This design comes from an exercise in tuning for small area and a short achievable clock period on the open sky130 flow, not from production work. Where RTL was checked, it was by simulation tests only, not by an equivalence proof against the original. Only the layout flow was run in run 3; the RTL was not checked for function there. No activity file was given, so power comes from the tool's default toggle rates.

File: flow/config.mk
export PLATFORM = sky130hd
export DESIGN_NAME = depth_to_spectrum_color
export DESIGN_NICKNAME = depth_to_spectrum_color
export VERILOG_FILES = /design/flow/design.v
export SDC_FILE = /design/flow/constraint.sdc
export NUM_CORES = 4
export LEC_CHECK = 0
export CAP_MARGIN = 20
export CORE_MARGIN = 2
export CORE_UTILIZATION = 40
export CTS_BUF_LIST = sky130_fd_sc_hd__clkbuf_8
export CTS_CLUSTER_DIAMETER = 50
export CTS_CLUSTER_SIZE = 22
export SETUP_SLACK_MARGIN = 5
export SLEW_MARGIN = 20
export TNS_END_PERCENT = 50
File: flow/constraint.sdc
create_clock -name core_clock -period 8.0 [get_ports {i_clk}]
set_input_delay 1.6000 -clock core_clock [delete_from_list [all_inputs] [get_ports {i_clk}]]
set_output_delay 1.6000 -clock core_clock [all_outputs]
set_load 0.01 [all_outputs]
File: flow/design.v
package dsc_pkg;
    localparam int TOLERANCE    = 5;
    localparam int Q_BITS       = 19;
    localparam int CFG_IDX_BITS = 1;
    localparam logic [CFG_IDX_BITS-1:0] CFG_DEPTH_LOW  = CFG_IDX_BITS'(0);
    localparam logic [CFG_IDX_BITS-1:0] CFG_DEPTH_HIGH = CFG_IDX_BITS'(1);
    localparam logic [2:0] SEG_VIOLET = 3'd0;
    localparam logic [2:0] SEG_BLUE   = 3'd1;
    localparam logic [2:0] SEG_CYAN   = 3'd2;
    localparam logic [2:0] SEG_GREEN  = 3'd3;
    localparam logic [2:0] SEG_YELLOW = 3'd4;
    localparam logic [2:0] SEG_RED    = 3'd5;
    localparam logic [2:0] SEG_BLACK  = 3'd6;
    function automatic logic [7:0] level257(input logic [16:0] v);
        if (v == 17'd0) level257 = 8'd0;
        else            level257 = 8'(v[16:8] - {8'd0, {1'b0, v[7:0]} <= v[16:8]});
    endfunction
endpackage
import dsc_pkg::*;
module dsc_div #(
    parameter logic [18:0] CUT  = 19'h7FFFF,
    parameter int          SIDE = 2
) (
    input  logic              i_clk,
    input  logic              i_rst_n,
    input  logic              i_v,
    input  logic [15:0]       i_n25,
    input  logic [10:0]       i_den,
    input  logic [SIDE-1:0]   i_side,
    output logic              o_v,
    output logic [18:0]       o_q,
    output logic [SIDE-1:0]   o_side
);
    logic [10:0]     w_r    [20];
    logic [4:0]      w_n    [20];
    logic [18:0]     w_q    [20];
    logic [10:0]     w_den  [20];
    logic [SIDE-1:0] w_side [20];
    logic            w_v    [20];
    assign w_r[0]    = i_n25[15:5];
    assign w_n[0]    = i_n25[4:0];
    assign w_q[0]    = '0;
    assign w_den[0]  = ~i_den;
    assign w_side[0] = i_side;
    assign w_v[0]    = i_v;
    for (genvar s = 0; s < 19; s++) begin : g_row
        localparam int B = 18 - s;
        logic [11:0] n_t;
        logic [12:0] n_sub;
        logic        n_ge;
        logic [10:0] n_r;
        logic [18:0] n_q;
        assign n_t  = {w_r[s], (B >= 14) ? w_n[s][4] : 1'b0};
        assign n_sub = {1'b0, n_t} + {2'b11, w_den[s]} + 13'd1;
        assign n_ge  = !n_sub[12];
        assign n_r   = n_ge ? n_sub[10:0] : n_t[10:0];
        assign n_q  = w_q[s] | (19'(n_ge) << B);
        if (CUT[s]) begin : g_reg
            logic [10:0]     r_r;
            logic [4:0]      r_n;
            logic [18:0]     r_q;
            logic [10:0]     r_den;
            logic [SIDE-1:0] r_side;
            logic            r_v;
            always_ff @(posedge i_clk) begin
                if (!i_rst_n) r_v <= 1'b0;
                else          r_v <= w_v[s];
            end
            always_ff @(posedge i_clk) begin
                r_r    <= n_r;
                r_n    <= {w_n[s][3:0], 1'b0};
                r_q    <= n_q;
                r_den  <= w_den[s];
                r_side <= w_side[s];
            end
            assign w_r[s+1]    = r_r;
            assign w_n[s+1]    = r_n;
            assign w_q[s+1]    = r_q;
            assign w_den[s+1]  = r_den;
            assign w_side[s+1] = r_side;
            assign w_v[s+1]    = r_v;
        end else begin : g_comb
            assign w_r[s+1]    = n_r;
            assign w_n[s+1]    = {w_n[s][3:0], 1'b0};
            assign w_q[s+1]    = n_q;
            assign w_den[s+1]  = w_den[s];
            assign w_side[s+1] = w_side[s];
            assign w_v[s+1]    = w_v[s];
        end
    end
    assign o_v    = w_v[19];
    assign o_q    = w_q[19];
    assign o_side = w_side[19];
endmodule
import dsc_pkg::*;
module dsc_cdiv #(
    parameter logic [8:0] CUT  = 9'h1FF,
    parameter int         SIDE = 1
) (
    input  logic              i_clk,
    input  logic              i_rst_n,
    input  logic              i_v,
    input  logic [16:0]       i_x,
    input  logic [2:0]        i_seg,
    input  logic [16:0]       i_t,
    input  logic [SIDE-1:0]   i_side,
    output logic              o_v,
    output logic [16:0]       o_c,
    output logic [15:0]       o_u,
    output logic [4:0]        o_vrem,
    output logic [2:0]        o_seg,
    output logic [SIDE-1:0]   o_side
);
    function automatic logic [6:0] span(input logic [2:0] seg);
        case (seg)
            SEG_VIOLET: span = 7'd90;
            SEG_BLUE:   span = 7'd50;
            SEG_CYAN:   span = 7'd20;
            SEG_GREEN:  span = 7'd70;
            default:    span = 7'd65;
        endcase
    endfunction
    function automatic logic [8:0] span3(input logic [2:0] seg);
        case (seg)
            SEG_VIOLET: span3 = 9'd270;
            SEG_BLUE:   span3 = 9'd150;
            SEG_CYAN:   span3 = 9'd60;
            SEG_GREEN:  span3 = 9'd210;
            default:    span3 = 9'd195;
        endcase
    endfunction
    logic [6:0]      w_rr   [10];
    logic [11:0]     w_xn   [10];
    logic [17:0]     w_c    [10];
    logic [4:0]      w_fr   [10];
    logic [11:0]     w_tn   [10];
    logic [15:0]     w_u    [10];
    logic [2:0]      w_seg  [10];
    logic [SIDE-1:0] w_side [10];
    logic            w_v    [10];
    assign w_rr[0]   = {2'b0, i_x[16:12]};
    assign w_xn[0]   = i_x[11:0];
    assign w_c[0]    = '0;
    assign w_fr[0]   = i_t[16:12];
    assign w_tn[0]   = i_t[11:0];
    assign w_u[0]    = '0;
    assign w_seg[0]  = i_seg;
    assign w_side[0] = i_side;
    assign w_v[0]    = i_v;
    for (genvar k = 0; k < 9; k++) begin : g_row
        localparam int B = 16 - 2 * k;
        logic [6:0]  n_s;
        logic [8:0]  n_rt;
        logic [9:0]  n_r1;
        logic [9:0]  n_r2;
        logic [9:0]  n_r3;
        logic [1:0]  n_rq;
        logic [6:0]  n_rr;
        logic [17:0] n_c;
        logic [11:0] n_xn;
        logic [6:0]  n_ft;
        logic [7:0]  n_f1;
        logic [7:0]  n_f2;
        logic [7:0]  n_f3;
        logic [1:0]  n_fq;
        logic [4:0]  n_fr;
        logic [15:0] n_u;
        logic [11:0] n_tn;
        assign n_s  = span(w_seg[k]);
        assign n_rt = {w_rr[k], w_xn[k][11:10]};
        assign n_r1 = {1'b0, n_rt} - {3'b0, n_s};
        assign n_r2 = {1'b0, n_rt} - {2'b0, n_s, 1'b0};
        assign n_r3 = {1'b0, n_rt} - {1'b0, span3(w_seg[k])};
        assign n_rq = !n_r3[9] ? 2'd3 : !n_r2[9] ? 2'd2 : !n_r1[9] ? 2'd1 : 2'd0;
        assign n_rr = !n_r3[9] ? n_r3[6:0] : !n_r2[9] ? n_r2[6:0] : !n_r1[9] ? n_r1[6:0] : n_rt[6:0];
        assign n_c  = w_c[k] | (18'(n_rq) << B);
        assign n_xn = {w_xn[k][9:0], 2'b0};
        if (k == 0) begin : g_nofade
            assign n_fr = w_fr[k];
            assign n_u  = w_u[k];
            assign n_tn = w_tn[k];
        end else begin : g_fade
            assign n_ft = {w_fr[k], w_tn[k][11:10]};
            assign n_f1 = {1'b0, n_ft} - 8'd25;
            assign n_f2 = {1'b0, n_ft} - 8'd50;
            assign n_f3 = {1'b0, n_ft} - 8'd75;
            assign n_fq = !n_f3[7] ? 2'd3 : !n_f2[7] ? 2'd2 : !n_f1[7] ? 2'd1 : 2'd0;
            assign n_fr = !n_f3[7] ? n_f3[4:0] : !n_f2[7] ? n_f2[4:0] : !n_f1[7] ? n_f1[4:0] : n_ft[4:0];
            assign n_u  = w_u[k] | (16'(n_fq) << B);
            assign n_tn = {w_tn[k][9:0], 2'b0};
        end
        if (CUT[k]) begin : g_reg
            logic [6:0]      r_rr;
            logic [11:0]     r_xn;
            logic [17:0]     r_c;
            logic [4:0]      r_fr;
            logic [11:0]     r_tn;
            logic [15:0]     r_u;
            logic [2:0]      r_seg;
            logic [SIDE-1:0] r_side;
            logic            r_v;
            always_ff @(posedge i_clk) begin
                if (!i_rst_n) r_v <= 1'b0;
                else          r_v <= w_v[k];
            end
            always_ff @(posedge i_clk) begin
                r_rr   <= n_rr;
                r_xn   <= n_xn;
                r_c    <= n_c;
                r_fr   <= n_fr;
                r_tn   <= n_tn;
                r_u    <= n_u;
                r_seg  <= w_seg[k];
                r_side <= w_side[k];
            end
            assign w_rr[k+1]   = r_rr;
            assign w_xn[k+1]   = r_xn;
            assign w_c[k+1]    = r_c;
            assign w_fr[k+1]   = r_fr;
            assign w_tn[k+1]   = r_tn;
            assign w_u[k+1]    = r_u;
            assign w_seg[k+1]  = r_seg;
            assign w_side[k+1] = r_side;
            assign w_v[k+1]    = r_v;
        end else begin : g_comb
            assign w_rr[k+1]   = n_rr;
            assign w_xn[k+1]   = n_xn;
            assign w_c[k+1]    = n_c;
            assign w_fr[k+1]   = n_fr;
            assign w_tn[k+1]   = n_tn;
            assign w_u[k+1]    = n_u;
            assign w_seg[k+1]  = w_seg[k];
            assign w_side[k+1] = w_side[k];
            assign w_v[k+1]    = w_v[k];
        end
    end
    assign o_v    = w_v[9];
    assign o_c    = w_c[9][16:0];
    assign o_u    = w_u[9];
    assign o_vrem = w_fr[9];
    assign o_seg  = w_seg[9];
    assign o_side = w_side[9];
endmodule
import dsc_pkg::*;
module depth_to_spectrum_color #(
    parameter int DEPTH_BITS = 11
) (
    input  logic                               i_clk,
    input  logic                               i_rst_n,
    input  logic                               start,
    output logic                               busy,
    input  logic                               i_cfg_we,
    input  logic [dsc_pkg::CFG_IDX_BITS-1:0]   i_cfg_idx,
    input  logic [DEPTH_BITS-1:0]              i_cfg_data,
    input  logic [DEPTH_BITS-1:0]              i_depth_sample,
    input  logic                               i_frame_end_in,
    output logic                               o_valid,
    output logic [7:0]                         o_blue_level,
    output logic [7:0]                         o_green_level,
    output logic [7:0]                         o_red_level,
    output logic                               o_frame_end_out
);
    localparam logic [18:0] DIV_CUT  = 19'h7FFFF;
    localparam logic [8:0]  CDIV_CUT = 9'h1FF;
    assign busy = 1'b0;
    logic        r0_v;
    logic [10:0] r0_d;
    logic        r0_fe;
    logic        r0_we;
    logic        r0_idx;
    logic [10:0] r0_data;
    logic [10:0] r_lo;
    logic [10:0] r_hi;
    always_ff @(posedge i_clk) begin
        if (!i_rst_n) begin
            r0_v  <= 1'b0;
            r0_we <= 1'b0;
        end else begin
            r0_v  <= start;
            r0_we <= i_cfg_we;
        end
    end
    always_ff @(posedge i_clk) begin
        r0_d    <= i_depth_sample;
        r0_fe   <= i_frame_end_in;
        r0_idx  <= i_cfg_idx;
        r0_data <= i_cfg_data;
    end
    always_ff @(posedge i_clk) begin
        if (!i_rst_n) begin
            r_lo <= 11'd909;
            r_hi <= 11'd930;
        end else if (r0_we) begin
            if (r0_idx == CFG_DEPTH_HIGH) r_hi <= r0_data;
            else                          r_lo <= r0_data;
        end
    end
    logic [11:0] n_d5;
    logic        n_ib;
    logic        r1_v;
    logic        r1_fe;
    logic [10:0] r1_diff;
    logic [10:0] r1_den;
    assign n_d5 = {1'b0, r0_d} + 12'(TOLERANCE);
    assign n_ib = (r_hi > r_lo) && (n_d5 >= {1'b0, r_lo}) && (n_d5 <= {1'b0, r_hi});
    always_ff @(posedge i_clk) begin
        if (!i_rst_n) r1_v <= 1'b0;
        else          r1_v <= r0_v;
    end
    always_ff @(posedge i_clk) begin
        r1_fe   <= r0_fe;
        r1_diff <= 11'(n_d5 - {1'b0, r_lo});
        r1_den  <= n_ib ? (r_hi - r_lo) : 11'd0;
    end
    logic        r2n_v;
    logic        r2n_fe;
    logic [15:0] r2n_n25;
    logic [10:0] r2n_den;
    always_ff @(posedge i_clk) begin
        if (!i_rst_n) r2n_v <= 1'b0;
        else          r2n_v <= r1_v;
    end
    always_ff @(posedge i_clk) begin
        r2n_fe   <= r1_fe;
        r2n_n25  <= ({5'b0, r1_diff} << 4) + ({5'b0, r1_diff} << 3) + {5'b0, r1_diff};
        r2n_den  <= r1_den;
    end
    logic        div_v;
    logic [18:0] div_q;
    logic        div_fe;
    dsc_div #(
        .CUT  (DIV_CUT),
        .SIDE (1)
    ) u_div (
        .i_clk   (i_clk),
        .i_rst_n (i_rst_n),
        .i_v     (r2n_v),
        .i_n25   (r2n_n25),
        .i_den   (r2n_den),
        .i_side  (r2n_fe),
        .o_v     (div_v),
        .o_q     (div_q),
        .o_side  (div_fe)
    );
    logic [8:0]  n_qk;
    logic [2:0]  n_seg;
    logic [18:0] n_x;
    logic        n_near;
    logic        n_far;
    logic [18:0] n_tfar;
    logic [4:0]  n_tgt;
    logic [2:0]  n_m;
    logic        r3b_v;
    logic [16:0] r3b_x;
    logic [2:0]  r3b_seg;
    logic [16:0] r3b_t;
    logic [3:0]  r3b_side;
    assign n_qk = div_q[18:10];
    always_comb begin
        if (n_qk > 9'd400) begin
            n_seg = SEG_BLACK;
            n_x   = '0;
        end else if (n_qk < 9'd90) begin
            n_seg = SEG_VIOLET;
            n_x   = 19'(90 * 1024) - div_q;
        end else if (n_qk < 9'd140) begin
            n_seg = SEG_BLUE;
            n_x   = div_q - 19'(90 * 1024);
        end else if (n_qk < 9'd160) begin
            n_seg = SEG_CYAN;
            n_x   = 19'(160 * 1024) - div_q;
        end else if (n_qk < 9'd230) begin
            n_seg = SEG_GREEN;
            n_x   = div_q - 19'(160 * 1024);
        end else if (n_qk < 9'd295) begin
            n_seg = SEG_YELLOW;
            n_x   = 19'(295 * 1024) - div_q;
        end else begin
            n_seg = SEG_RED;
            n_x   = '0;
        end
    end
    assign n_near = n_qk < 9'd70;
    assign n_far  = div_q > 19'(330 * 1024);
    assign n_tfar = 19'(400 * 1024) - div_q;
    for (genvar i = 0; i < 5; i++) begin : g_tgt
        assign n_tgt[i] = n_near ? (div_q > 19'(14336 * i)) : (div_q < 19'(400 * 1024 - 14336 * i));
    end
    always_comb begin
        if (!(n_near || n_far)) n_m = 3'd7;
        else if (n_tgt[4])      n_m = 3'd5;
        else if (n_tgt[3])      n_m = 3'd4;
        else if (n_tgt[2])      n_m = 3'd3;
        else if (n_tgt[1])      n_m = 3'd2;
        else if (n_tgt[0])      n_m = 3'd1;
        else                    n_m = 3'd0;
    end
    always_ff @(posedge i_clk) begin
        if (!i_rst_n) r3b_v <= 1'b0;
        else          r3b_v <= div_v;
    end
    always_ff @(posedge i_clk) begin
        r3b_x    <= n_x[16:0];
        r3b_seg  <= n_seg;
        r3b_t    <= n_near ? div_q[16:0] : (n_far ? n_tfar[16:0] : 17'd0);
        r3b_side <= {n_m, div_fe};
    end
    logic        cd_v;
    logic [16:0] cd_c;
    logic [15:0] cd_u;
    logic [4:0]  cd_vrem;
    logic [2:0]  cd_seg;
    logic [3:0]  cd_side;
    dsc_cdiv #(
        .CUT  (CDIV_CUT),
        .SIDE (4)
    ) u_cdiv (
        .i_clk   (i_clk),
        .i_rst_n (i_rst_n),
        .i_v     (r3b_v),
        .i_x     (r3b_x),
        .i_seg   (r3b_seg),
        .i_t     (r3b_t),
        .i_side  (r3b_side),
        .o_v     (cd_v),
        .o_c     (cd_c),
        .o_u     (cd_u),
        .o_vrem  (cd_vrem),
        .o_seg   (cd_seg),
        .o_side  (cd_side)
    );
    logic        n_fade;
    logic        n_corr;
    logic [15:0] n_f;
    logic        r4_v;
    logic [16:0] r4_c;
    logic [16:0] r4_f;
    logic [2:0]  r4_seg;
    logic [1:0]  r4_side;
    assign n_fade = cd_side[3:1] != 3'd7;
    assign n_corr = cd_vrem < {2'b0, cd_side[3:1]};
    assign n_f    = cd_u + (n_corr ? 16'd19660 : 16'd19661);
    always_ff @(posedge i_clk) begin
        if (!i_rst_n) r4_v <= 1'b0;
        else          r4_v <= cd_v;
    end
    always_ff @(posedge i_clk) begin
        if (cd_seg == SEG_RED) r4_c <= n_fade ? {1'b0, n_f} : 17'h10000;
        else                   r4_c <= cd_c;
        r4_f    <= (n_fade && cd_seg == SEG_VIOLET) ? {1'b0, n_f} : 17'h10000;
        r4_seg  <= cd_seg;
        r4_side <= {n_fade, cd_side[0]};
    end
    function automatic logic [33:0] csa_s(input logic [33:0] a, input logic [33:0] b, input logic [33:0] c);
        csa_s = a ^ b ^ c;
    endfunction
    function automatic logic [33:0] csa_c(input logic [33:0] a, input logic [33:0] b, input logic [33:0] c);
        csa_c = {((a & b) | (a & c) | (b & c)), 1'b0};
    endfunction
    localparam logic [33:0] BOOTH_K = 34'h2AAAC0000;
    logic [18:0] n_fx;
    logic [8:0]  n_neg;
    logic [33:0] n_pp [10];
    logic [33:0] n_l1 [7];
    logic [33:0] n_l2 [5];
    assign n_fx = {1'b0, r4_f, 1'b0};
    for (genvar j = 0; j < 9; j++) begin : g_booth
        logic        n_one;
        logic        n_two;
        logic [17:0] n_mag;
        logic [18:0] n_u;
        assign n_neg[j] = n_fx[2*j+2] & ~(n_fx[2*j+1] & n_fx[2*j]);
        assign n_one    = n_fx[2*j+1] ^ n_fx[2*j];
        assign n_two    = (n_fx[2*j+2] & ~n_fx[2*j+1] & ~n_fx[2*j]) | (~n_fx[2*j+2] & n_fx[2*j+1] & n_fx[2*j]);
        assign n_mag    = ({18{n_one}} & {1'b0, r4_c}) | ({18{n_two}} & {r4_c, 1'b0});
        assign n_u      = {~n_neg[j], n_mag ^ {18{n_neg[j]}}};
        assign n_pp[j]  = (34'(n_u) << (2 * j)) & ~34'hFF;
    end
    assign n_pp[9] = BOOTH_K | (34'(n_neg[8]) << 16) | (34'(n_neg[7]) << 14) | (34'(n_neg[6]) << 12)
                   | (34'(n_neg[5]) << 10) | (34'(n_neg[4]) << 8);
    for (genvar i = 0; i < 3; i++) begin : g_l1
        assign n_l1[2*i]   = csa_s(n_pp[3*i], n_pp[3*i+1], n_pp[3*i+2]);
        assign n_l1[2*i+1] = csa_c(n_pp[3*i], n_pp[3*i+1], n_pp[3*i+2]);
    end
    assign n_l1[6] = n_pp[9];
    for (genvar i = 0; i < 2; i++) begin : g_l2
        assign n_l2[2*i]   = csa_s(n_l1[3*i], n_l1[3*i+1], n_l1[3*i+2]);
        assign n_l2[2*i+1] = csa_c(n_l1[3*i], n_l1[3*i+1], n_l1[3*i+2]);
    end
    assign n_l2[4] = n_l1[6];
    logic        r5_v;
    logic [33:0] r5_m [5];
    logic [7:0]  r5_lf;
    logic [2:0]  r5_seg;
    logic        r5_fe;
    always_ff @(posedge i_clk) begin
        if (!i_rst_n) r5_v <= 1'b0;
        else          r5_v <= r4_v;
    end
    always_ff @(posedge i_clk) begin
        for (int i = 0; i < 5; i++) r5_m[i] <= n_l2[i];
        r5_lf   <= r4_side[1] ? dsc_pkg::level257(r4_f) : 8'd255;
        r5_seg  <= r4_seg;
        r5_fe   <= r4_side[0];
    end
    logic [33:0] n_l4 [4];
    logic [33:0] n_l5 [3];
    logic [33:0] n_l6 [2];
    assign n_l4[0] = csa_s(r5_m[0], r5_m[1], r5_m[2]);
    assign n_l4[1] = csa_c(r5_m[0], r5_m[1], r5_m[2]);
    assign n_l4[2] = r5_m[3];
    assign n_l4[3] = r5_m[4];
    assign n_l5[0] = csa_s(n_l4[0], n_l4[1], n_l4[2]);
    assign n_l5[1] = csa_c(n_l4[0], n_l4[1], n_l4[2]);
    assign n_l5[2] = n_l4[3];
    assign n_l6[0] = csa_s(n_l5[0], n_l5[1], n_l5[2]);
    assign n_l6[1] = csa_c(n_l5[0], n_l5[1], n_l5[2]);
    logic        r6_v;
    logic [33:0] r6_a;
    logic [33:0] r6_b;
    logic [7:0]  r6_lf;
    logic [2:0]  r6_seg;
    logic        r6_fe;
    always_ff @(posedge i_clk) begin
        if (!i_rst_n) r6_v <= 1'b0;
        else          r6_v <= r5_v;
    end
    always_ff @(posedge i_clk) begin
        r6_a    <= n_l6[0];
        r6_b    <= n_l6[1];
        r6_lf   <= r5_lf;
        r6_seg  <= r5_seg;
        r6_fe   <= r5_fe;
    end
    logic [33:0] n_prod;
    logic        r7_v;
    logic [16:0] r7_p;
    logic [7:0]  r7_lf;
    logic [2:0]  r7_seg;
    logic        r7_fe;
    assign n_prod = r6_a + r6_b;
    always_ff @(posedge i_clk) begin
        if (!i_rst_n) r7_v <= 1'b0;
        else          r7_v <= r6_v;
    end
    always_ff @(posedge i_clk) begin
        r7_p    <= n_prod[32:16];
        r7_lf   <= r6_lf;
        r7_seg  <= r6_seg;
        r7_fe   <= r6_fe;
    end
    logic       r8_v;
    logic [7:0] r8_lp;
    logic [7:0] r8_lf;
    logic [2:0] r8_seg;
    logic       r8_fe;
    always_ff @(posedge i_clk) begin
        if (!i_rst_n) r8_v <= 1'b0;
        else          r8_v <= r7_v;
    end
    always_ff @(posedge i_clk) begin
        r8_lp   <= dsc_pkg::level257(r7_p);
        r8_lf   <= r7_lf;
        r8_seg  <= r7_seg;
        r8_fe   <= r7_fe;
    end
    logic [7:0] n_r;
    logic [7:0] n_g;
    logic [7:0] n_b;
    always_comb begin
        n_r = '0;
        n_g = '0;
        n_b = '0;
        case (r8_seg)
            SEG_VIOLET: begin n_r = r8_lp;  n_b = r8_lf;  end
            SEG_BLUE:   begin n_g = r8_lp;  n_b = 8'd255; end
            SEG_CYAN:   begin n_g = 8'd255; n_b = r8_lp;  end
            SEG_GREEN:  begin n_r = r8_lp;  n_g = 8'd255; end
            SEG_YELLOW: begin n_r = 8'd255; n_g = r8_lp;  end
            SEG_RED:    begin n_r = r8_lp;  end
            default:    ;
        endcase
    end
    always_ff @(posedge i_clk) begin
        if (!i_rst_n) o_valid <= 1'b0;
        else          o_valid <= r8_v;
    end
    always_ff @(posedge i_clk) begin
        o_red_level     <= n_r;
        o_green_level   <= n_g;
        o_blue_level    <= n_b;
        o_frame_end_out <= r8_fe;
    end
endmodule
File: flow/run.sh
#!/bin/bash
# synth_recipe.tcl (not shown) runs the flow's synth.tcl, then flattens the netlist and writes it again
# the make line also repeats each setting of config.mk as NAME=value (left out here)
make -C /OpenROAD-flow-scripts/flow DESIGN_CONFIG=/design/flow/config.mk WORK_HOME=/design/flow/orfs CLKGATE_MAP_FILE= SYNTH_SCRIPT=/design/flow/synth_recipe.tcl finish
==> results of run 1 <==
-- final cells by class --
type / count / share of cell area, %
diodes: 5 / 0.01812
clock inverters: 108 / 2.119
clock buffers: 144 / 2.871
flip-flops and latches: 1447 / 42.01
multi-input cells: 4057 / 45.90
well taps: 2058 / 3.730
inverters: 433 / 2.354
repair buffers: 85 / 0.9968
-- report_power, final --
part	switching, uW	internal [uW]	total [uW]
Clock	2880	2370	5260
Sequential	1950	9930	11900
Combinational	7920	7050	15000
Total	12800	19300	32100
-- worst paths after layout --
check / cells after the start / slack (ps) / endpoint / startpoint
worst min register to register: 0 / 290 / r2n_den[8]$_DFF_P_ / r1_den[8]$_SDFF_PN0_
worst min-delay path: 0 / 290 / r2n_den[8]$_DFF_P_ / r1_den[8]$_SDFF_PN0_
worst max register to register: 9 / 5100 / u_div.g_row[16].g_reg.r_r[2]$_DFF_P_ / u_div.g_row[15].g_reg.r_den[0]$_DFF_P_
worst max-delay path: 1 / 5060 / o_blue_level[1] / o_blue_level[1]$_SDFF_PN0_
-- sequential cells by signal (all words and copies together), names as in the netlist, 30 cells and up --
register / count
u_cdiv.g_row.g_reg.r_side: 36
u_cdiv.g_row.g_reg.r_c: 81
u_div.g_row.g_reg.r_q: 190
u_div.g_row.g_reg.r_den: 198
u_cdiv.g_row.g_reg.r_rr: 56
r5_m: 60
u_cdiv.g_row.g_reg.r_tn: 42
u_div.g_row.g_reg.r_r: 198
u_cdiv.g_row.g_reg.r_u: 70
u_cdiv.g_row.g_reg.r_xn: 30
u_cdiv.g_row.g_reg.r_fr: 45
-- synthesized netlist by cell type, types with 111 or more instances --
| cell type | number | share of area, % |
|---|---|---|
| ha_1 | 581 | 12 |
| fa_1 | 149 | 4.8 |
| mux2_2 | 152 | 2.7 |
| dfxtp_1 | 1447 | 46 |
| o21ai_0 | 342 | 2.7 |
| xnor2_1 | 261 | 3.7 |
| a21oi_1 | 275 | 2.2 |
| nor3_1 | 146 | 1.2 |
| xor2_1 | 127 | 1.8 |
| inv_1 | 431 | 2.6 |
| a22oi_1 | 123 | 1.5 |
| nor2b_1 | 111 | 1.1 |
| nand2_1 | 393 | 2.4 |
| nor2_1 | 355 | 2.1 |
| clkbuf_1 | 131 | 0.79 |
-- per-layer routing --
| metal | wire length, um | share of wire, % | vias to the layer above | global-route usage, % |
|---|---|---|---|---|
| met1 | 55930 | 46 | 19580 | 19.24 |
| met5 | 0 | 0 | - | 0 |
| met3 | 4633 | 3.8 | 234 | 2.533 |
| met4 | 3415 | 2.8 | 0 | 5.491 |
| met2 | 57880 | 47 | 708 | 25.56 |
| li1 | - | - | 21210 | - |
-- per-stage QoR --
stage	area (um2)	util, %	instances	hold WS (ps)
global placement	65240	41.86	8072	309.8
global route	69040	44.30	8336	293.9
floorplan	62570	-	6099	309.6
CTS	68680	44.07	8326	282.9
detailed placement	65240	41.86	8072	312.1
finish	69040	44.30	8337	294.5
-- logic make-up (layout without fill, tap and decap cells) --
family | count (synthesis) | after routing
fa+ha+maj | 730 | 730
buf+inv | 595 | 770
compound gates | 1291 | 1291
simple gates | 1413 | 1413
other cells | 1 | 6
mux | 234 | 234
flops | 1447 | 1447
xor+xnor | 388 | 388
-- what timing repair did --
action | in CTS | in global routing
pin swaps | 3 | 4
gates resized for setup | 129 | 95
endpoints found under the setup margin | 123 | 308
setup buffers | 2 | 5
cloned | 0 | 1
hold buffers | 0 | 0
==> reports/results.tsv, run 1 <==
stage	metric	value	unit
sta	fin_skew	58.47	ps
yosys	postSynthCellCount	6099	
sta	max_slew.worst_pin.slew	1013	ps
floorplan	ioPinCount	55	
worst_setup_path	cp_slowest_cell	dfxtp_1	
cts	cts_tree	done	
yosys	synth_top_family_by_area	adder cells	
worst_setup_path	worstSetupPathType	flop to output port	
cts	cts_buffers	138	
yosys	synthXorXnorAreaFrac	5.431	%
layout	fillers	14630	
layout	syn_to_final_growth	10.34	%
sta	rsz0062_at_grt	true	
sta	post-route-min-period	2942	ps
worst_setup_path	critPathCaptureType	output port	
yosys	ys_ff_latch	1447	
sta	worst_slack	5058	ps
floorplan	num_rows	145	
layout	final_common_cell	dfxtp_1	
layout	seqCellArea	29010	um2
floorplan	die_y	399.5	um
yosys	synthFlopType	dfxtp_1	
cts	cts.path.max_buffers	3	
place	place_ws	4759	ps
route	drt_iter0_markers	2245	
route	drtAntennaViolNets	0	
route	viasPerCell	5.006	
cts	clock_latency	880	ps
route	first_pass_iters	6	
floorplan	core_area	155800	um2
cts	cts.root.buffer_cell	clkbuf_8	
layout	nets	6920	
layout	drive_above_1_share	9.308	%
worst_hold_path	min_path_type	flop to flop	
sta	drv_slew	0	
yosys	ys_async_sr_fraction	0	%
yosys	syn-mean-instance-area	10.26	um2
worst_setup_path	crit_arrival	1340	ps
yosys	synth_edf_count	0	
worst_setup_path	slowest_delay	330	ps
yosys	synth-simple-area-share	10.93	%
run	drv_cap	0	
yosys	ys_seq_area_share	46.29	%
yosys	synth_nets	6857	
global_route	overflow	0	
route	routed_wl	121.9	mm
route	post_drt_wl_per_cell	14.62	um
sta	final_hold_viol_count	0	
global_route	grt_usage	15.08	%
cts	cts.sinks	1447	
cts	clk_pin_slew_worst_paths	110	ps
sta	finalCritPeriodShare	36.77	%
route	vias	41730	
place	numPortBuffers	53	
route	drcViolationCount	0	
sta	fin_setup_tns	0	ps
global_route	grt_max_degree	62	
place	place_congestion	0.8536	
yosys	synth_mux_area_share	4.047	%
worst_setup_path	cpLargestDelayFamily	flip-flops	
global_route	antenna_found_initial	3	
floorplan	dieArea	159600	um2
layout	multi_input_area	31690	um2
floorplan	initial_utilization	40.15	%
power	power.density	465.0	nW/um2
global_route	grt_pass1_vias	40860	
worst_setup_path	path_buf_inv	1	
run_status	status	finished clean	
yosys	synth_fa_ha_area_share	16.38	%
power	leakage	0.02924	uW
yosys	synth_area	62570	um2
layout	mostFrequentLayoutCells	dfxtp_1 (1419), ha_1 (577), inv_1 (437), nand2_1 (388), nor2_1 (349)	
sta	max_slew_margin	32.38	%
sta	max_freq	0.3399	GHz
worst_setup_path	cp_max_fo	1	
worst_setup_path	path_cells	buf_2	
worst_setup_path	start_kind	flop	
sta	finalSetupViolCount	0	
floorplan	die_w	399.5	um
yosys	yosys_warnings	25	
cts	cts-htree-levels	4	
power	total_power	32100	uW
power	irDropWorstVdd	0.0002430	V
worst_setup_path	cp.required	6400	ps
yosys	synth_compound_area_share	13.30	%
global_route	grt_pass1_wl	201.1	mm
place	hpwlAfterDp	90.80	mm
yosys	synth_cell_types	79	
==> run 2: changes to the inputs <==
--- a/flow/config.mk
+++ b/flow/config.mk
@@ -14,3 +14,2 @@
 export SETUP_SLACK_MARGIN = 5
 export SLEW_MARGIN = 20
-export TNS_END_PERCENT = 50
==> run 2 against run 1 <==
  * Still clean on timing, DRC and antenna
  * Die area stayed put
  * Worst setup slack better by 4.0 ps
  * Cell area hardly changed
  * Combinational power hardly changed
  * Global-route usage hardly changed
  * Routed wire length is 0.13% higher
  * Via count is 0.13% higher
  * Flip-flop and latch count stayed put
  * Clock power hardly changed
  * Clock-buffer cell count stayed put
  * Largest cell class unchanged
  * Largest power group unchanged
==> reports/results.tsv, run 2 <==
stage	metric	value	unit	change
worst_setup_path	start_kind	flop		
worst_setup_path	rr_endpoint	r5_m[0][20]$_DFF_P_		
layout	syn_to_final_growth	10.41	%	about the same
yosys	netlist_top_cells_area	dfxtp_1 (46%), ha_1 (12%), fa_1 (4.8%)		
worst_setup_path	cp_max_fo	1		unchanged
layout	mostFrequentLayoutCells	dfxtp_1 (1414), ha_1 (577), inv_1 (437), nand2_1 (388), nor2_1 (349)		
floorplan	dieArea	159600	um2	unchanged
yosys	ys_ff_latch	1447		unchanged
worst_setup_path	slowest_delay	340	ps	about the same
layout	seqCellArea	29010	um2	about the same
cts	cts.path.max_buffers	3		unchanged
sta	fin_setup_tns	0	ps	unchanged
layout	finalNonFillerCells	8338		+0.012%
layout	multi_input_area	31700	um2	about the same
power	leakage	0.02925	uW	about the same
worst_setup_path	reg2regPathDepth	7		-2
sta	rsz0062_at_grt	true		
worst_setup_path	worstSetupPathType	flop to output port		
worst_setup_path	worstSetupStartpoint	o_green_level[1]$_SDFF_PN0_		
layout	final_common_cell	dfxtp_1		
yosys	synth_largest_area_cell	dfxtp_1		
route	drcViolationCount	0		unchanged
yosys	yosys-top-cells-count	dfxtp_1 (1447), ha_1 (581), inv_1 (431)		
run_status	status	finished clean		
cts	cts_tree	done		
run	drv_cap	0		unchanged
worst_setup_path	cp.depth	1		unchanged
yosys	synthXorXnorAreaFrac	5.431	%	unchanged
worst_setup_path	crit_arrival	1340	ps	about the same
yosys	syn-mean-instance-area	10.26	um2	unchanged
route	post_drt_wl_per_cell	14.63	um	+0.12%
floorplan	core_area	155800	um2	unchanged
yosys	synth_area	62570	um2	unchanged
place	hpwlAfterDp	90.80	mm	unchanged
layout	nets	6921		+0.014%
floorplan	die_y	399.5	um	unchanged
place	dpl.cell_count	8072		unchanged
worst_setup_path	path_cells	buf_6		
cts	cts-htree-levels	4		unchanged
yosys	synth_edf_count	0		unchanged
power	irDropWorstVdd	0.0002437	V	+0.28%
worst_setup_path	endpoint	o_green_level[1]		
floorplan	num_rows	145		unchanged
route	first_pass_iters	6		unchanged
yosys	synth.most_common_cell	dfxtp_1		
cts	cts.sinks	1447		unchanged
yosys	yosys_warnings	25		unchanged
worst_setup_path	cp_slowest_cell	dfxtp_2		
yosys	synth_nets	6857		unchanged
sta	finalCritPeriodShare	36.72	%	-0.050 points
yosys	postSynthCellCount	6099		unchanged
route	routed_wl	122.0	mm	+0.13%
yosys	ys_seq_area_share	46.29	%	unchanged
sta	worst_slack	5062	ps	+4.000 ps
sta	fin_skew	61.34	ps	+2.863 ps
route	vias	41790		+0.13%
sta	drv_slew	0		unchanged
worst_setup_path	path_buf_inv	1		unchanged
global_route	grt_pass1_vias	40880		+0.066%
route	viasPerCell	5.012		+0.12%
floorplan	initial_utilization	40.15	%	unchanged
sta	max_slew_margin	32.89	%	+0.51 points
yosys	synth_cell_types	79		unchanged
yosys	synth_mux_area_share	4.047	%	unchanged
place	numPortBuffers	53		unchanged
worst_setup_path	critPathCaptureType	output port		
sta	final_hold_viol_count	0		unchanged
floorplan	die_w	399.5	um	unchanged
yosys	synth_fa_ha_area_share	16.38	%	unchanged
place	place_ws	4759	ps	unchanged
layout	largestRegisters	u_div.g_row.g_reg.r_den: 198 flops, u_div.g_row.g_reg.r_r: 198 flops, u_div.g_row.g_reg.r_q: 190 flops		
yosys	ys_async_sr_fraction	0	%	unchanged
global_route	grt_usage	15.11	%	+0.023 points
worst_setup_path	timing.rr.start	r4_f[10]$_SDFF_PN0_		
worst_hold_path	min_path_type	flop to flop		
worst_setup_path	r2r_slack	5150	ps	+50 ps
yosys	synthFlopType	dfxtp_1		
layout	fillers	14630		+0.055%
sta	finalSetupViolCount	0		unchanged
yosys	synth_top_area_share	46.29	%	unchanged
power	power.density	464.9	nW/um2	about the same
yosys	synth_compound_area_share	13.30	%	unchanged
sta	max_freq	0.3404	GHz	+0.14%
worst_setup_path	cp.required	6400	ps	about the same
cts	clock_latency	880	ps	about the same
global_route	grt_max_degree	62		unchanged
route	drtAntennaViolNets	0		unchanged
global_route	antenna_found_initial	3		unchanged
worst_setup_path	cpLargestDelayFamily	flip-flops		
layout	drive_above_1_share	9.562	%	+0.25 points
cts	cts_buffers	138		unchanged
cts	cts.root.buffer_cell	clkbuf_8		
sta	max_slew.worst_pin.slew	1005	ps	-7.688 ps
global_route	grt_pass1_wl	201.4	mm	+0.13%
route	drt_iter0_markers	2115		-5.8%
cts	clk_pin_slew_worst_paths	110	ps	about the same
floorplan	ioPinCount	55		unchanged
place	place_congestion	0.8536		unchanged
sta	post-route-min-period	2938	ps	-4.000 ps
yosys	synth_top_family_by_area	adder cells		
yosys	synth-simple-area-share	10.93	%	unchanged
global_route	overflow	0		unchanged
[run 2: metal layers]
metal	track usage, %	up-vias	routed length [um]
met5	0	-	0
met3	2.561	237	4612
met2	25.58	715	57880
met4	5.518	0	3376
met1	19.26	19610	56150
li1	-	21230	-
[run 2: logic make-up (layout without fill, tap and decap cells)]
logic type	Yosys count	count (layout)
buffers and inverters	595	771
and+or+nand+nor	1413	1413
muxes	234	234
other	1	6
adders and majority gates	730	730
xor gates and xnor gates	388	388
AOI/OAI and AO/OA	1291	1291
DFF	1447	1447
[run 2: how the worst min path moves through the flow]
stage,from,endpoint,depth (start not counted)
floorplan,r8_fe$_DFF_P_,o_frame_end_out$_DFF_P_,0
global placement,u_div.g_row[7].g_reg.r_q[14]$_DFF_P_,u_div.g_row[8].g_reg.r_q[14]$_DFF_P_,0
detailed placement,r5_lf[7]$_SDFF_PN1_,r6_lf[7]$_DFF_P_,0
CTS,r1_den[8]$_SDFF_PN0_,r2n_den[8]$_DFF_P_,0
global route,r1_den[8]$_SDFF_PN0_,r2n_den[8]$_DFF_P_,0
finish,r1_den[8]$_SDFF_PN0_,r2n_den[8]$_DFF_P_,0
[run 2: worst register-to-register path: cells and delay by family (launching register included)]
kind / cells / cell delay, ps
adder cells (fa/ha/maj): 3 / 1170
buffers and inverters: 2 / 790
flip-flops: 1 / 400
XOR/XNOR: 1 / 210
AND/OR/NAND/NOR: 1 / 130
[run 2: through the flow]
step	power (uW)	hold slack, ps	utilization, %	area, um2
4_1_cts	32240	282.9	44.10	68720
3_5_place_dp	26740	312.1	41.86	65240
6_report	32110	290.7	44.33	69080
3_3_place_gp	26400	309.8	41.86	65240
2_1_floorplan	23040	309.6	-	62570
5_1_grt	34970	293.9	44.33	69080
[run 2: report_power, final]
group          leakage, uW  internal [uW]  switching [uW]
Clock              0.00173           2370            2890
Combinational       0.0155           7050            7920
Sequential          0.0120           9930            1960
[run 2: layout make-up]
cell class / count / share of cell area [%]
multi-input combinational: 4057 / 45.89
timing repair buffer: 86 / 1.034
clock buffer: 144 / 2.869
inverter: 433 / 2.353
antenna: 5 / 0.01811
clock inverter: 108 / 2.117
sequential: 1447 / 41.99
tap: 2058 / 3.727
[run 2: timing repair]
item,in CTS,in global routing
hold buffers,0,0
resized for setup,140,101
endpoints found under the setup margin,123,259
setup buffers,2,6
cloned,0,1
pin swaps,3,5
==> run 3: changes to the inputs <==
--- a/flow/design.v
+++ b/flow/design.v
@@ -19,6 +19,6 @@
 import dsc_pkg::*;
 module dsc_div #(
-    parameter logic [18:0] CUT  = 19'h7FFFF,
-    parameter int          SIDE = 2
+    parameter logic [9:0] CUT  = 10'h3FF,
+    parameter int         SIDE = 2
 ) (
     input  logic              i_clk,
@@ -27,4 +27,5 @@
     input  logic [15:0]       i_n25,
     input  logic [10:0]       i_den,
+    input  logic [12:0]       i_den3,
     input  logic [SIDE-1:0]   i_side,
     output logic              o_v,
@@ -32,33 +33,40 @@
     output logic [SIDE-1:0]   o_side
 );
-    logic [10:0]     w_r    [20];
-    logic [4:0]      w_n    [20];
-    logic [18:0]     w_q    [20];
-    logic [10:0]     w_den  [20];
-    logic [SIDE-1:0] w_side [20];
-    logic            w_v    [20];
-    assign w_r[0]    = i_n25[15:5];
-    assign w_n[0]    = i_n25[4:0];
+    logic [10:0]     w_r    [11];
+    logic [5:0]      w_n    [11];
+    logic [19:0]     w_q    [11];
+    logic [10:0]     w_nd   [11];
+    logic [12:0]     w_nd3  [11];
+    logic [SIDE-1:0] w_side [11];
+    logic            w_v    [11];
+    assign w_r[0]    = {1'b0, i_n25[15:6]};
+    assign w_n[0]    = i_n25[5:0];
     assign w_q[0]    = '0;
-    assign w_den[0]  = ~i_den;
+    assign w_nd[0]   = ~i_den;
+    assign w_nd3[0]  = ~i_den3;
     assign w_side[0] = i_side;
     assign w_v[0]    = i_v;
-    for (genvar s = 0; s < 19; s++) begin : g_row
-        localparam int B = 18 - s;
-        logic [11:0] n_t;
-        logic [12:0] n_sub;
-        logic        n_ge;
+    for (genvar s = 0; s < 10; s++) begin : g_row
+        localparam int B = 18 - 2 * s;
+        logic [12:0] n_t;
+        logic [13:0] n_s1;
+        logic [13:0] n_s2;
+        logic [13:0] n_s3;
+        logic [1:0]  n_d;
         logic [10:0] n_r;
-        logic [18:0] n_q;
-        assign n_t  = {w_r[s], (B >= 14) ? w_n[s][4] : 1'b0};
-        assign n_sub = {1'b0, n_t} + {2'b11, w_den[s]} + 13'd1;
-        assign n_ge  = !n_sub[12];
-        assign n_r   = n_ge ? n_sub[10:0] : n_t[10:0];
-        assign n_q  = w_q[s] | (19'(n_ge) << B);
+        logic [19:0] n_q;
+        assign n_t  = {w_r[s], w_n[s][5:4]};
+        assign n_s1 = {1'b0, n_t} + {3'b111, w_nd[s]} + 14'd1;
+        assign n_s2 = {1'b0, n_t} + {2'b11, w_nd[s], 1'b1} + 14'd1;
+        assign n_s3 = {1'b0, n_t} + {1'b1, w_nd3[s]} + 14'd1;
+        assign n_d  = !n_s3[13] ? 2'd3 : !n_s2[13] ? 2'd2 : !n_s1[13] ? 2'd1 : 2'd0;
+        assign n_r  = !n_s3[13] ? n_s3[10:0] : !n_s2[13] ? n_s2[10:0] : !n_s1[13] ? n_s1[10:0] : n_t[10:0];
+        assign n_q  = w_q[s] | (20'(n_d) << B);
         if (CUT[s]) begin : g_reg
             logic [10:0]     r_r;
-            logic [4:0]      r_n;
-            logic [18:0]     r_q;
-            logic [10:0]     r_den;
+            logic [5:0]      r_n;
+            logic [19:0]     r_q;
+            logic [10:0]     r_nd;
+            logic [12:0]     r_nd3;
             logic [SIDE-1:0] r_side;
             logic            r_v;
@@ -69,7 +77,8 @@
             always_ff @(posedge i_clk) begin
                 r_r    <= n_r;
-                r_n    <= {w_n[s][3:0], 1'b0};
+                r_n    <= {w_n[s][3:0], 2'b0};
                 r_q    <= n_q;
-                r_den  <= w_den[s];
+                r_nd   <= w_nd[s];
+                r_nd3  <= w_nd3[s];
                 r_side <= w_side[s];
             end
@@ -77,19 +86,21 @@
             assign w_n[s+1]    = r_n;
             assign w_q[s+1]    = r_q;
-            assign w_den[s+1]  = r_den;
+            assign w_nd[s+1]   = r_nd;
+            assign w_nd3[s+1]  = r_nd3;
             assign w_side[s+1] = r_side;
             assign w_v[s+1]    = r_v;
         end else begin : g_comb
             assign w_r[s+1]    = n_r;
-            assign w_n[s+1]    = {w_n[s][3:0], 1'b0};
+            assign w_n[s+1]    = {w_n[s][3:0], 2'b0};
             assign w_q[s+1]    = n_q;
-            assign w_den[s+1]  = w_den[s];
+            assign w_nd[s+1]   = w_nd[s];
+            assign w_nd3[s+1]  = w_nd3[s];
             assign w_side[s+1] = w_side[s];
             assign w_v[s+1]    = w_v[s];
         end
     end
-    assign o_v    = w_v[19];
-    assign o_q    = w_q[19];
-    assign o_side = w_side[19];
+    assign o_v    = w_v[10];
+    assign o_q    = w_q[10][18:0];
+    assign o_side = w_side[10];
 endmodule
 import dsc_pkg::*;
@@ -261,5 +272,5 @@
     output logic                               o_frame_end_out
 );
-    localparam logic [18:0] DIV_CUT  = 19'h7FFFF;
+    localparam logic [9:0]  DIV_CUT  = 10'h3FF;
     localparam logic [8:0]  CDIV_CUT = 9'h1FF;
     assign busy = 1'b0;
@@ -317,4 +328,5 @@
     logic [15:0] r2n_n25;
     logic [10:0] r2n_den;
+    logic [12:0] r2n_den3;
     always_ff @(posedge i_clk) begin
         if (!i_rst_n) r2n_v <= 1'b0;
@@ -325,4 +337,5 @@
         r2n_n25  <= ({5'b0, r1_diff} << 4) + ({5'b0, r1_diff} << 3) + {5'b0, r1_diff};
         r2n_den  <= r1_den;
+        r2n_den3 <= {2'b0, r1_den} + {1'b0, r1_den, 1'b0};
     end
     logic        div_v;
@@ -338,4 +351,5 @@
         .i_n25   (r2n_n25),
         .i_den   (r2n_den),
+        .i_den3  (r2n_den3),
         .i_side  (r2n_fe),
         .o_v     (div_v),
==> run 3 against run 2 <==
  * Still clean
  * Clock skew up 8.1 ps
  * Sequential power down about 10%
  * Routed wire length up 14%
  * Die area up 1.1%
  * Cell area up 1.1%
  * Via count up 9.6%
  * Synthesized cell count up 7.6%
  * Critical path type is now flop to flop
  * Largest power group unchanged
  * Highest routed layer unchanged
==> reports/results.tsv, run 3 <==
stage	metric	value	unit	change
layout	finalNonFillerCells	8791		+5.4%
yosys	ys_seq_area_share	39.78	%	-6.5 points
place	numPortBuffers	53		unchanged
route	viasPerCell	5.208		+3.9%
layout	syn_to_final_growth	10.37	%	about the same
yosys	synth_edf_count	0		unchanged
layout	largest_reg_flops	110		
floorplan	dieArea	161300	um2	+1.1%
sta	fin_setup_tns	0	ps	unchanged
cts	clock_latency	920	ps	+40 ps
yosys	synth_area	63260	um2	+1.1%
worst_setup_path	start_kind	flop		
layout	mostFrequentLayoutCells	dfxtp_1 (1213), ha_1 (713), nand2_1 (468), inv_1 (442), nor2_1 (419)		
sta	worst_slack	5049	ps	-13.27 ps
floorplan	die_y	401.7	um	+0.54%
sta	fin_skew	69.48	ps	+8.139 ps
place	place_area	65950	um2	+1.1%
place	hpwlAfterDp	105.9	mm	+17%
yosys	synth_cell_types	98		+24%
run_status	status	finished clean		
worst_setup_path	endpoint	r5_m[0][18]$_DFF_P_		
sta	post-route-min-period	2951	ps	+13.27 ps
sta	final_hold_viol_count	0		unchanged
yosys	synth.most_common_cell	dfxtp_1		
yosys	yosys_warnings	26		+4.0%
route	post_drt_wl_per_cell	15.75	um	+7.7%
yosys	yosys-top-cells-count	dfxtp_1 (1257), ha_1 (721), nand2_1 (470)		
sta	finalCritPeriodShare	36.89	%	+0.17 points
floorplan	ioPinCount	55		unchanged
sta	rsz0062_at_grt	true		
worst_setup_path	critPathCaptureType	flop		
sta	max_slew_margin	30.74	%	-2.1 points
yosys	synth_nets	7456		+8.7%
global_route	antenna_found_initial	1		-2
yosys	synth_top_area_share	39.78	%	-6.5 points
cts	cts-htree-levels	4		unchanged
route	drtAntennaViolNets	0		unchanged
layout	final_common_cell	dfxtp_1		
worst_setup_path	timing.rr.start	r4_f[7]$_SDFF_PN0_		
route	vias	45780		+9.6%
place	place_ws	4655	ps	-103.7 ps
sta	drv_slew	0		unchanged
route	routed_wl	138.5	mm	+14%
floorplan	initial_utilization	40.40	%	+0.25 points
global_route	grt_pass1_vias	45760		+12%
yosys	postSynthCellCount	6560		+7.6%
place	dpl.cell_count	8530		+5.7%
cts	cts_buffers	130		-5.8%
power	irDropWorstVdd	0.0002299	V	-5.7%
sta	finalSetupViolCount	0		unchanged
sta	max_freq	0.3388	GHz	-0.45%
cts	cts.sinks	1257		-13%
yosys	ys_ff_latch	1257		-13%
global_route	grt_pass1_wl	228.3	mm	+13%
yosys	synth_largest_area_cell	dfxtp_1		
sta	max_slew.worst_pin.slew	1039	ps	+33.62 ps
power	power.density	479.8	nW/um2	+3.2%
yosys	ys_async_sr_fraction	0	%	unchanged
floorplan	num_rows	145		unchanged
cts	cts_tree	done		
cts	cts.path.max_buffers	3		unchanged
global_route	grt_max_degree	53		-15%
layout	top_register	u_div.g_row.g_reg.r_nd3		
place	place_congestion	0.8589		+0.62%
worst_setup_path	cp_max_fo	17		+16
cts	cts.root.buffer_cell	clkbuf_8		
worst_setup_path	worstSetupStartpoint	r4_f[7]$_SDFF_PN0_		
worst_setup_path	reg2regPathDepth	5		-2
global_route	overflow	0		unchanged
floorplan	die_w	401.7	um	+0.54%
route	drcViolationCount	0		unchanged
layout	fin_area	69820	um2	+1.1%
yosys	synthFlopType	dfxtp_1		
worst_setup_path	crit_arrival	3690	ps	+2350 ps
worst_hold_path	min_path_type	flop to flop		
yosys	syn-mean-instance-area	9.643	um2	-6.0%
cts	clk_pin_slew_worst_paths	100	ps	about the same
worst_setup_path	rr_endpoint	r5_m[0][18]$_DFF_P_		
floorplan	core_area	156600	um2	+0.47%
route	first_pass_iters	7		+1
worst_setup_path	r2r_slack	5050	ps	-100 ps
layout	largestRegisters	u_div.g_row.g_reg.r_nd3: 110 flops, u_div.g_row.g_reg.r_q: 100 flops, u_div.g_row.g_reg.r_r: 99 flops		
route	drt_iter0_markers	2021		-4.4%
yosys	netlist_top_cells_area	dfxtp_1 (40%), ha_1 (14%), fa_1 (4.7%)		
layout	nets	7521		+8.7%
worst_setup_path	worstSetupPathType	flop to flop		
worst_setup_path	cp.required	8740	ps	+2340 ps
power	leakage	0.02994	uW	+2.3%
run	drv_cap	0		unchanged
global_route	grt_usage	16.93	%	+1.8 points
layout	drive_above_1_share	8.067	%	-1.5 points
run 3: cell types whose count changed in the layout (fill, tap and decap cells not counted), sizes merged, moves of 72 or more:
cell   before   now
dfxtp    1447  1257
nand2     393   470
nor2      355   427
ha        581   721
a21oi     275   380
mux2      152    50
run 3: final cells by class:
cell class	count	area, um2
clock inverters	91	1115
clock buffers	147	2023
diodes	2	5.005
well taps	2058	2575
repair buffers	107	909.6
fillers	14900	86750
flip-flops and latches	1257	25230
inverters	441	1658
multi-input cells	4688	36310
run 3: how the worst min path moves through the flow:
stage / startpoint / end / depth (start not counted)
CTS: u_div.g_row[2].g_reg.r_q[17]$_DFF_P_ / u_div.g_row[3].g_reg.r_q[17]$_DFF_P_ / 0
global placement: u_cdiv.g_row[3].g_reg.r_side[0]$_DFF_P_ / u_cdiv.g_row[4].g_reg.r_side[0]$_DFF_P_ / 0
finish: u_div.g_row[2].g_reg.r_q[17]$_DFF_P_ / u_div.g_row[3].g_reg.r_q[17]$_DFF_P_ / 0
global route: u_div.g_row[2].g_reg.r_q[17]$_DFF_P_ / u_div.g_row[3].g_reg.r_q[17]$_DFF_P_ / 0
detailed placement: r5_lf[5]$_SDFF_PN1_ / r6_lf[5]$_DFF_P_ / 0
floorplan: r8_fe$_DFF_P_ / o_frame_end_out$_DFF_P_ / 0
run 3: report_power, final:
group | leakage [uW] | internal, uW | switching, uW
combinational | 0.0179 | 8360 | 9820
clock | 0.00161 | 2140 | 2530
sequential | 0.0104 | 8600 | 2060
total | 0.0299 | 19100 | 14400
run 3: metrics by stage:
| stage | power (uW) | hold slack (ps) | utilization (%) |
|---|---|---|---|
| CTS | 33360 | 288.8 | 44.15 |
| detailed placement | 28450 | 312.1 | 42.12 |
| floorplan | 24180 | 309.6 | - |
| global placement | 28030 | 310.0 | 42.12 |
| global route | 36750 | 289.9 | 44.59 |
| finish | 33500 | 281.6 | 44.60 |
run 3: timing repair:
action,in CTS,in global routing
pin swaps,0,22
hold buffers,0,0
resized for setup,149,135
setup endpoints to repair,148,209
hold endpoints to repair,0,0
cloned,0,1
buffers inserted,0,20
run 3: kinds of logic after synthesis:
group,share of synthesized area (%)
AOI/OAI and AO/OA,17.18
and+or+nand+nor,11.40
DFF,39.78
adders and majority gates,18.91
buffers and inverters,3.706
xor gates and xnor gates,6.881
muxes,2.140
other,0.005928
run 3: critical path, cell delays in order (launching register included):
cell     delay, ps
dfxtp_1        410
ha_1           840
a22oi_1        220
xnor2_1        400
fa_1           500
fa_1           440
run 3: routing by layer:
layer / global-route usage [%] / share of wire (%)
met2: 30.08 / 49
met3: 2.585 / 3.6
met1: 20.67 / 44
met5: 0 / 0
met4: 5.952 / 2.9

## separate check: timing with driven ports
How much do the figures lean on ideal ports? The routed layouts below were timed once more, with nothing changed but the port constraints.
Step 1 sets driving cells, clkbuf_16 on the clock port and buf_2 on the other inputs (assumed; they add their load-dependent delay and slew).
Step 2 also shifts input and output timing later by t, the mid clock arrival at the registers, as if the neighbouring blocks saw the same clock.
Three values: ideal ports, drivers, drivers and shift; two values: the first two.
run | t, ns | slack for setup (ns) | hold slack, ns | worst setup path after step 2 | pins driven straight from the clock port
run 1 | 0.930 | 5.058 / 4.989 / 5.103 | 0.295 / 0.295 / 0.295 | register to register | 1
run 2 | 0.933 | 5.062 / 4.992 / 5.154 | 0.291 / 0.291 / 0.291 | register to register | 1
run 3 | 0.946 | 5.049 / 5.007 / 5.049 | 0.282 / 0.282 / 0.282 | register to register | 1
After both steps every run listed still meets setup and hold.
